What follows belongs to an exercise in optimizing a design on an open flow for small area, a short achievable clock period and few clock cycles per item; a production flow would make more cautious choices. In this exercise RTL edits were held to simulation tests only and were not proved equivalent to the original. Power and IR drop assume default switching activity.

==> design/flow/design.v <==
`timescale 1ns / 1ps
`default_nettype none
package glu_pkg;
  localparam int unsigned DataW = 64;
  localparam int unsigned CntW  = $clog2(DataW);
  localparam int unsigned InDataW  = 2 * DataW;
  localparam int unsigned OutDataW = DataW;
  localparam logic OpGcd = 1'b0;
  localparam logic OpLcm = 1'b1;
  typedef enum logic [8:0] {
    StIdle = 9'b000000001,
    StAbsA = 9'b000000010,
    StAbsB = 9'b000000100,
    StChk  = 9'b000001000,
    StGcd  = 9'b000010000,
    StShl  = 9'b000100000,
    StDiv  = 9'b001000000,
    StMul  = 9'b010000000,
    StOut  = 9'b100000000
  } state_e;
endpackage : glu_pkg
`default_nettype wire
`timescale 1ns / 1ps
`default_nettype none
import glu_pkg::*;
module gcd_lcm_unit_core (
  input  wire logic                clk_i,
  input  wire logic                rst_ni,
  input  wire logic                s_axis_tvalid,
  output      logic                s_axis_tready,
  input  wire logic [glu_pkg::InDataW-1:0]  s_axis_tdata,   
  input  wire logic                s_axis_tuser,   
  output      logic                m_axis_tvalid,
  input  wire logic                m_axis_tready,
  output      logic [glu_pkg::OutDataW-1:0] m_axis_tdata,   
  output      logic                m_axis_tuser    
);
  glu_pkg::state_e   state_q, state_d;
  logic [DataW-1:0]  x_q, x_d;      
  logic [DataW-1:0]  y_q, y_d;      
  logic [DataW-1:0]  a_q, a_d;      
  logic [DataW-1:0]  b_q, b_d;      
  logic [CntW-1:0]   k_q, k_d;      
  logic [CntW-1:0]   cnt_q, cnt_d;  
  logic              op_q, op_d;
  logic              ovf_q, ovf_d;
  logic [DataW-1:0]  res_q, res_d;
  logic              rovf_q, rovf_d;
  logic [DataW-1:0]  add_a, add_b;
  logic              add_ci;
  logic [DataW:0]    sum;
  logic [DataW-1:0]  rem_sh;
  logic              ovf_step;
  logic in_xfer, out_xfer;
  assign in_xfer  = s_axis_tvalid && s_axis_tready;
  assign out_xfer = m_axis_tvalid && m_axis_tready;
  assign s_axis_tready = (state_q == StIdle);
  assign m_axis_tvalid = (state_q == StOut);
  assign m_axis_tdata  = res_q;
  assign m_axis_tuser  = rovf_q;
  assign rem_sh = {y_q[DataW-2:0], a_q[DataW-1]};
  always_comb begin
    add_a  = '0;
    add_b  = '0;
    add_ci = 1'b0;
    case (state_q)
      StAbsA: begin
        add_a  = ~x_q;
        add_ci = 1'b1;
      end
      StAbsB: begin
        add_a  = ~y_q;
        add_ci = 1'b1;
      end
      StGcd: begin
        add_a  = x_q;
        add_b  = ~y_q;
        add_ci = 1'b1;
      end
      StDiv: begin
        add_a  = rem_sh;
        add_b  = ~x_q;
        add_ci = 1'b1;
      end
      StMul: begin
        add_a  = {y_q[DataW-2:0], 1'b0};
        add_b  = a_q[DataW-1] ? b_q : '0;
      end
      default: ;
    endcase
  end
  assign sum = {1'b0, add_a} + {1'b0, add_b} + {{DataW{1'b0}}, add_ci};
  assign ovf_step = y_q[DataW-1] | sum[DataW];
  always_comb begin
    state_d = state_q;
    x_d     = x_q;
    y_d     = y_q;
    a_d     = a_q;
    b_d     = b_q;
    k_d     = k_q;
    cnt_d   = cnt_q;
    op_d    = op_q;
    ovf_d   = ovf_q;
    res_d   = res_q;
    rovf_d  = rovf_q;
    case (state_q)
      StIdle: begin
        if (in_xfer) begin
          x_d     = s_axis_tdata[DataW-1:0];
          y_d     = s_axis_tdata[InDataW-1:DataW];
          op_d    = s_axis_tuser;
          k_d     = '0;
          state_d = StAbsA;
        end
      end
      StAbsA: begin
        if (x_q[DataW-1]) x_d = sum[DataW-1:0];
        state_d = StAbsB;
      end
      StAbsB: begin
        if (y_q[DataW-1]) y_d = sum[DataW-1:0];
        state_d = StChk;
      end
      StChk: begin
        a_d = x_q;
        b_d = y_q;
        if (x_q == '0 || y_q == '0) begin
          res_d   = (op_q == OpGcd) ? (x_q | y_q) : '0;
          rovf_d  = 1'b0;
          state_d = StOut;
        end else begin
          state_d = StGcd;
        end
      end
      StGcd: begin
        if (x_q == y_q) begin
          state_d = StShl;
        end else if (!x_q[0] && !y_q[0]) begin
          x_d = x_q >> 1;
          y_d = y_q >> 1;
          k_d = k_q + CntW'(1);
        end else if (!x_q[0]) begin
          x_d = x_q >> 1;
        end else if (!y_q[0]) begin
          y_d = y_q >> 1;
        end else if (sum[DataW]) begin
          x_d = sum[DataW-1:0] >> 1;
        end else begin
          x_d = y_q;
          y_d = x_q;
        end
      end
      StShl: begin
        if (k_q != '0) begin
          x_d = x_q << 1;
          k_d = k_q - CntW'(1);
        end else if (op_q == OpGcd) begin
          res_d   = x_q;
          rovf_d  = 1'b0;
          state_d = StOut;
        end else begin
          y_d     = '0;
          cnt_d   = '1;
          state_d = StDiv;
        end
      end
      StDiv: begin
        y_d   = sum[DataW] ? sum[DataW-1:0] : rem_sh;
        a_d   = {a_q[DataW-2:0], sum[DataW]};
        cnt_d = cnt_q - CntW'(1);
        if (cnt_q == '0) begin
          y_d     = '0;
          cnt_d   = '1;
          ovf_d   = 1'b0;
          state_d = StMul;
        end
      end
      StMul: begin
        y_d   = sum[DataW-1:0];
        ovf_d = ovf_q | ovf_step;
        a_d   = a_q << 1;
        cnt_d = cnt_q - CntW'(1);
        if (cnt_q == '0) begin
          res_d   = (ovf_q | ovf_step) ? '1 : sum[DataW-1:0];
          rovf_d  = ovf_q | ovf_step;
          state_d = StOut;
        end
      end
      StOut: begin
        if (out_xfer) state_d = StIdle;
      end
      default: state_d = StIdle;
    endcase
  end
  always_ff @(posedge clk_i or negedge rst_ni) begin
    if (!rst_ni) begin
      state_q <= StIdle;
    end else begin
      state_q <= state_d;
    end
  end
  always_ff @(posedge clk_i) begin
    x_q    <= x_d;
    y_q    <= y_d;
    a_q    <= a_d;
    b_q    <= b_d;
    k_q    <= k_d;
    cnt_q  <= cnt_d;
    op_q   <= op_d;
    ovf_q  <= ovf_d;
    res_q  <= res_d;
    rovf_q <= rovf_d;
  end
endmodule
`default_nettype wire
==> design/flow/run.sh <==
#!/bin/bash
# synth_recipe.tcl (not shown) runs the flow's synth.tcl, then flattens the netlist and writes it again
# the make line also repeats each setting of config.mk as NAME=value (left out here)
make -C /OpenROAD-flow-scripts/flow DESIGN_CONFIG=/design/flow/config.mk WORK_HOME=/design/flow/orfs CLKGATE_MAP_FILE= SYNTH_SCRIPT=/design/flow/synth_recipe.tcl finish
==> design/flow/config.mk <==
export PLATFORM = sky130hd
export DESIGN_NAME = gcd_lcm_unit_core
export DESIGN_NICKNAME = gcd_lcm_unit_core
export VERILOG_FILES = /design/flow/design.v
export SDC_FILE = /design/flow/constraint.sdc
export NUM_CORES = 4
export LEC_CHECK = 0
export CAP_MARGIN = 20
export CORE_MARGIN = 2
export CORE_UTILIZATION = 40
export SLEW_MARGIN = 20
==> design/flow/constraint.sdc <==
create_clock -name core_clock -period 6.0 [get_ports {clk_i}]
set_input_delay 1.2000 -clock core_clock [delete_from_list [all_inputs] [get_ports {clk_i}]]
set_output_delay 1.2000 -clock core_clock [all_outputs]
set_load 0.01 [all_outputs]
==> metrics.csv <==
stage,metric,value,unit
cts,# clock sinks,344,
sta,period utilization,0.9384,
worst_setup_path,CP max-delay cell,dfrtp_2,
logic_synthesis,sequential element share of the synthesized area,0.4091,
logic_synthesis,synth cell count leaders,"nand2_1 (459), edfxtp_1 (335), o21ai_0 (300)",
sta,RSZ-0062 raised after global routing,false,
hold_path,Min-Delay Path Class,reg -> reg,
routing,DRC viols,0,
floorplanning,io pins,200,
logic_synthesis,synthesized area,25140,um^2
worst_setup_path,Top delay family on crit path,compound AO/OA/AOI/OAI gates,
grt,Total Routing Usage GR,0.3175,
cts,cts bufs inserted,43,
power_and_ir_drop,Clk pwr share,0.180,
logic_synthesis,Post-Synthesis Cells,2883,
grt,vias in the first global route,24010,
worst_setup_path,CP max FO,34,
routing,wire length per cell,27.44,um
final_layout,FILL cells,5999,
worst_setup_path,Reg2Reg Depth,21,
power_and_ir_drop,P_leak,11.03,nW
logic_synthesis,Post-synth EDFFs,335,
cts,CTS Buffer Depth,3,
floorplanning,row count,91,
grt,global route total overflow,0,
logic_synthesis,area share of the largest cell type after synthesis,0.4001,
routing,1st-iter DRT viols,3314,
sta,fmax,177.6,MHz
power_and_ir_drop,switching power,0.006751,W
worst_setup_path,critical path class,reg -> reg,
floorplanning,Die Y,254.7,um
grt,antenna violations before repair,2,
logic_synthesis,ys flop type,edfxtp_1,
sta,Final setup viols,0,
final_layout,Seq. cell area,10290,um^2
worst_setup_path,critical path endpoint category,flop,
final_layout,share of cells above drive strength 1,0.07410,
worst_setup_path,Arrival @ worst endpoint,5920,ps
logic_synthesis,#FFs+latches synth,344,
cts,Root Buffer,clkbuf_16,
worst_setup_path,crit-path cells,"nor3_2, nand2_1, or3_1, or3b_1, inv_2, buf_12, o21ai_0, o221ai_1, ha_1, a211oi_2, o211ai_1, a211oi_2, o21ai_4, a41oi_4, o21ai_4, buf_4, a31oi_4, o21ai_1, buf_4, a222oi_1, a21oi_1",
logic_synthesis,cell with the most instances after synthesis,nand2_1,
worst_setup_path,RR Startpoint,state_q[4]$_DFFE_PN0P_,
logic_synthesis,Synth Area in XOR/XNOR,0.02439,
sta,final setup TNS,0,ps
logic_synthesis,Synth Area in Compound Gates,0.2762,
power_and_ir_drop,VDD IR max,0.0002730,V
worst_setup_path,CP Buf/Inv Count,4,
cts,Clock transition at path regs,60,ps
power_and_ir_drop,Logic pwr share,0.464,
grt,first-pass GRT wire length,155500,um
placed_design,post-DP HPWL,75830,um
logic_synthesis,post-synthesis mux area share,0.01364,
flow_run,max_cap viols,0,
logic_synthesis,simple-gate area share of the yosys netlist,0.1454,
worst_setup_path,"slowest stage delay, CP",480,ps
routing,vias post-DR,24980,
sta,post-route minimum period,5630,ps
placed_design,I/O Buffers,199,
floorplanning,chip width,254.7,um
worst_setup_path,"setup slack, reg-to-reg",370,ps
logic_synthesis,post-synthesis cell type count,94,
worst_setup_path,RR Endpoint,y_q[36]$_DFFE_PP_,
sta,"Slew Viols, Final",0,
worst_setup_path,CP Data Required Time,6290,ps
outcome,outcome,finished clean,
sta,final setup skew,25.96,ps
final_layout,Synth-to-Final Area Change,17.66,%
routing,final WL,105200,um
final_layout,utilization after layout,0.4776,
logic_synthesis,syn_area_per_cell,8.720,um^2
logic_synthesis,largest cells by area after synthesis,"edfxtp_1 (40%), nand2_1 (6.9%), ha_1 (6.7%)",
power_and_ir_drop,switch share,0.4789,
sta,max_slew headroom,0.1171,
final_layout,area of the multi-input gates,13500,um^2
cts,CTS tree,done,
logic_synthesis,largest area contributor in the netlist,edfxtp_1,
logic_synthesis,Post-Syn Nets,3153,
final_layout,Final #Nets,3241,
cts,clk latency of the worst-skew pair,590,ps
floorplanning,core area,61940,um^2
power_and_ir_drop,Flop pwr share,0.355,
grt,largest net degree at the start of global routing,137,
logic_synthesis,largest family of logic cells by synthesized area,compound AO/OA/AOI/OAI gates,
worst_setup_path,CP Depth,21,
hold_path,Hold Path Sink,a_q[46]$_DFFE_PP_,
sta,"Hold Vio Cnt, Final",0,
hold_path,hold wc startpoint,a_q[45]$_DFFE_PP_,
logic_synthesis,post-synthesis adder-cell area fraction,0.06908,
floorplanning,DIE AREA,64870,um^2
worst_setup_path,crit start category,flop,
sta,final hold slack,523.2,ps
sta,worst slew pin tran,1324,ps
routing,Via density,6.515,
logic_synthesis,Async SR Flop Fraction,0.02616,
routing,Routed Antenna Nets,0,
logic_synthesis,Yosys Warn Count,1,
floorplanning,Initial Utilization,0.4059,
power_and_ir_drop,Pint,0.007347,W
cts,H-tree depth,2,
placed_design,routability cong.,1.001,
power_and_ir_drop,Power Density,476.6,nW/um^2
routing,TritonRoute pass-1 iters,7,
hold_path,Hold Crit Depth,2,
cell families after synthesis:
group | after synthesis
multiplexers | 34
buffers and inverters | 402
adder cells (fa/ha/maj) | 137
flip-flops | 344
XOR/XNOR | 70
AO/OA/AOI/OAI | 1051
AND/OR/NAND/NOR | 845
layout by cell type, fill, tap and decap left out, drive strengths merged, types with 16 or more instances in the layout:
cell type      Yosys  final
nand2            460    460
edfxtp           335    335
o21ai            309    309
a21oi            250    250
nor2             200    200
clkdlybuf4s50      0    199
inv              151    153
ha               134    134
o221ai           132    132
buf               37     94
nor4              58     58
clkbuf           213     53
o211ai            47     47
o21a              46     46
a221oi            46     46
xnor2             37     37
nand4             36     36
a21o              35     35
xor2              33     33
mux2i             32     32
a222oi            30     30
o22ai             22     22
nor3              20     20
nand3             19     19
a22oi             18     18
a211oi            17     17
a31oi             16     16
metal layers:
| layer | vias up | track usage | routed length (um) |
|---|---|---|---|
| met5 | - | 0 | 27 |
| met1 | 12040 | 0.4256 | 42580 |
| met4 | 4 | 0.1250 | 4134 |
| li1 | 11020 | - | - |
| met2 | 1653 | 0.5056 | 47760 |
| met3 | 257 | 0.06113 | 10690 |
state kept, by name, indices dropped and copies added (netlist names):
name,count
k_q,6
rovf_q,1
state_q,9
y_q,64
b_q,64
res_q,64
cnt_q,6
ovf_q,1
a_q,64
op_q,1
x_q,64
power groups by stage:
stage | sequential, W | clock (W) | combinational [W]
2_1_floorplan | 0.00418 | 0 | 0.00436
3_3_place_gp | 0.00495 | 0 | 0.00629
3_5_place_dp | 0.00496 | 0 | 0.00634
4_1_cts | 0.00493 | 0.00257 | 0.00638
5_1_grt | 0.00505 | 0.00265 | 0.00710
6_report | 0.00501 | 0.00254 | 0.00655
worst max-delay path by stage:
stage / startpoint / to / slack (ps)
global placement: state_q[1]$_DFFE_PN0P_ / y_q[50]$_DFFE_PP_ / 520
global route: state_q[1]$_DFFE_PN0P_ / y_q[52]$_DFFE_PP_ / 80
finish: state_q[4]$_DFFE_PN0P_ / y_q[36]$_DFFE_PP_ / 370
detailed placement: state_q[1]$_DFFE_PN0P_ / y_q[50]$_DFFE_PP_ / 390
floorplan: state_q[4]$_DFFE_PN0P_ / y_q[10]$_DFFE_PP_ / -100
CTS: state_q[1]$_DFFE_PN0P_ / y_q[50]$_DFFE_PP_ / 400
metrics by stage:
| step | cell area [um^2] | cells | setup WS [ps] | total power, W |
|---|---|---|---|---|
| after floorplan | 25280 | 2883 | -103.5 | 0.008537 |
| after global routing | 29580 | 3833 | 84.74 | 0.01479 |
| final | 29580 | 3834 | 369.5 | 0.01410 |
| after CTS | 29530 | 3829 | 399.8 | 0.01388 |
| after global placement | 28200 | 3759 | 516.1 | 0.01124 |
| after detailed placement | 28200 | 3759 | 390.5 | 0.01130 |
final cells by class:
class | count | share of cell area
Antenna cell | 1 | 0.00008460
Inverter | 152 | 0.01929
Clock buffer | 53 | 0.04192
Tap cell | 837 | 0.03540
Timing Repair Buffer | 293 | 0.09627
Clock inverter | 17 | 0.002961
Sequential cell | 344 | 0.3478
Multi-Input combinational cell | 2137 | 0.4563
what timing repair did:
action                                  in CTS  in global routing
endpoints found under the setup margin       0                  6
endpoints found under the hold margin        0                  0
resized for setup                            0                  2
hold buffers                                 0                  0
buffers inserted                             0                  3
worst register-to-register path, stage by stage (launching register included):
cell	delay, ps
dfrtp_2	480
nor3_2	230
nand2_1	80
or3_1	330
or3b_1	400
inv_2	130
buf_12	190
o21ai_0	100
o221ai_1	90
ha_1	330
a211oi_2	310
o211ai_1	210
a211oi_2	440
o21ai_4	120
a41oi_4	360
o21ai_4	90
buf_4	170
a31oi_4	390
o21ai_1	190
buf_4	250
a222oi_1	330
a21oi_1	120
Testbench counts, summed over its fixed seeds: cycles 116,177, items 960.

==> re-timing with driven ports <==
In the flow no input, the clock included, has a driving cell. The finished layout below was timed again as built, in two steps.
Step 1 assumes that a clkbuf_16 drives the clock port and a buf_2 every other input.
Step 2 also shifts input and output timing later by t, the mid clock arrival at the registers, as if the neighbouring blocks saw the same clock.
Three values: ideal, step 1, step 2; two values: the first two.
t, ns: 0.636
setup WS [ns]: 0.370 / 0.370 / 0.370
worst setup path at the end: register to register
latest minus earliest clock arrival (ns): 0.026 / 0.026
cell pins on the clock port's net: 1
After both steps this run still meets setup and hold. For this run, drivers alone change the setup slack by 0.000 ns; drivers and shift together by 0.000 ns.
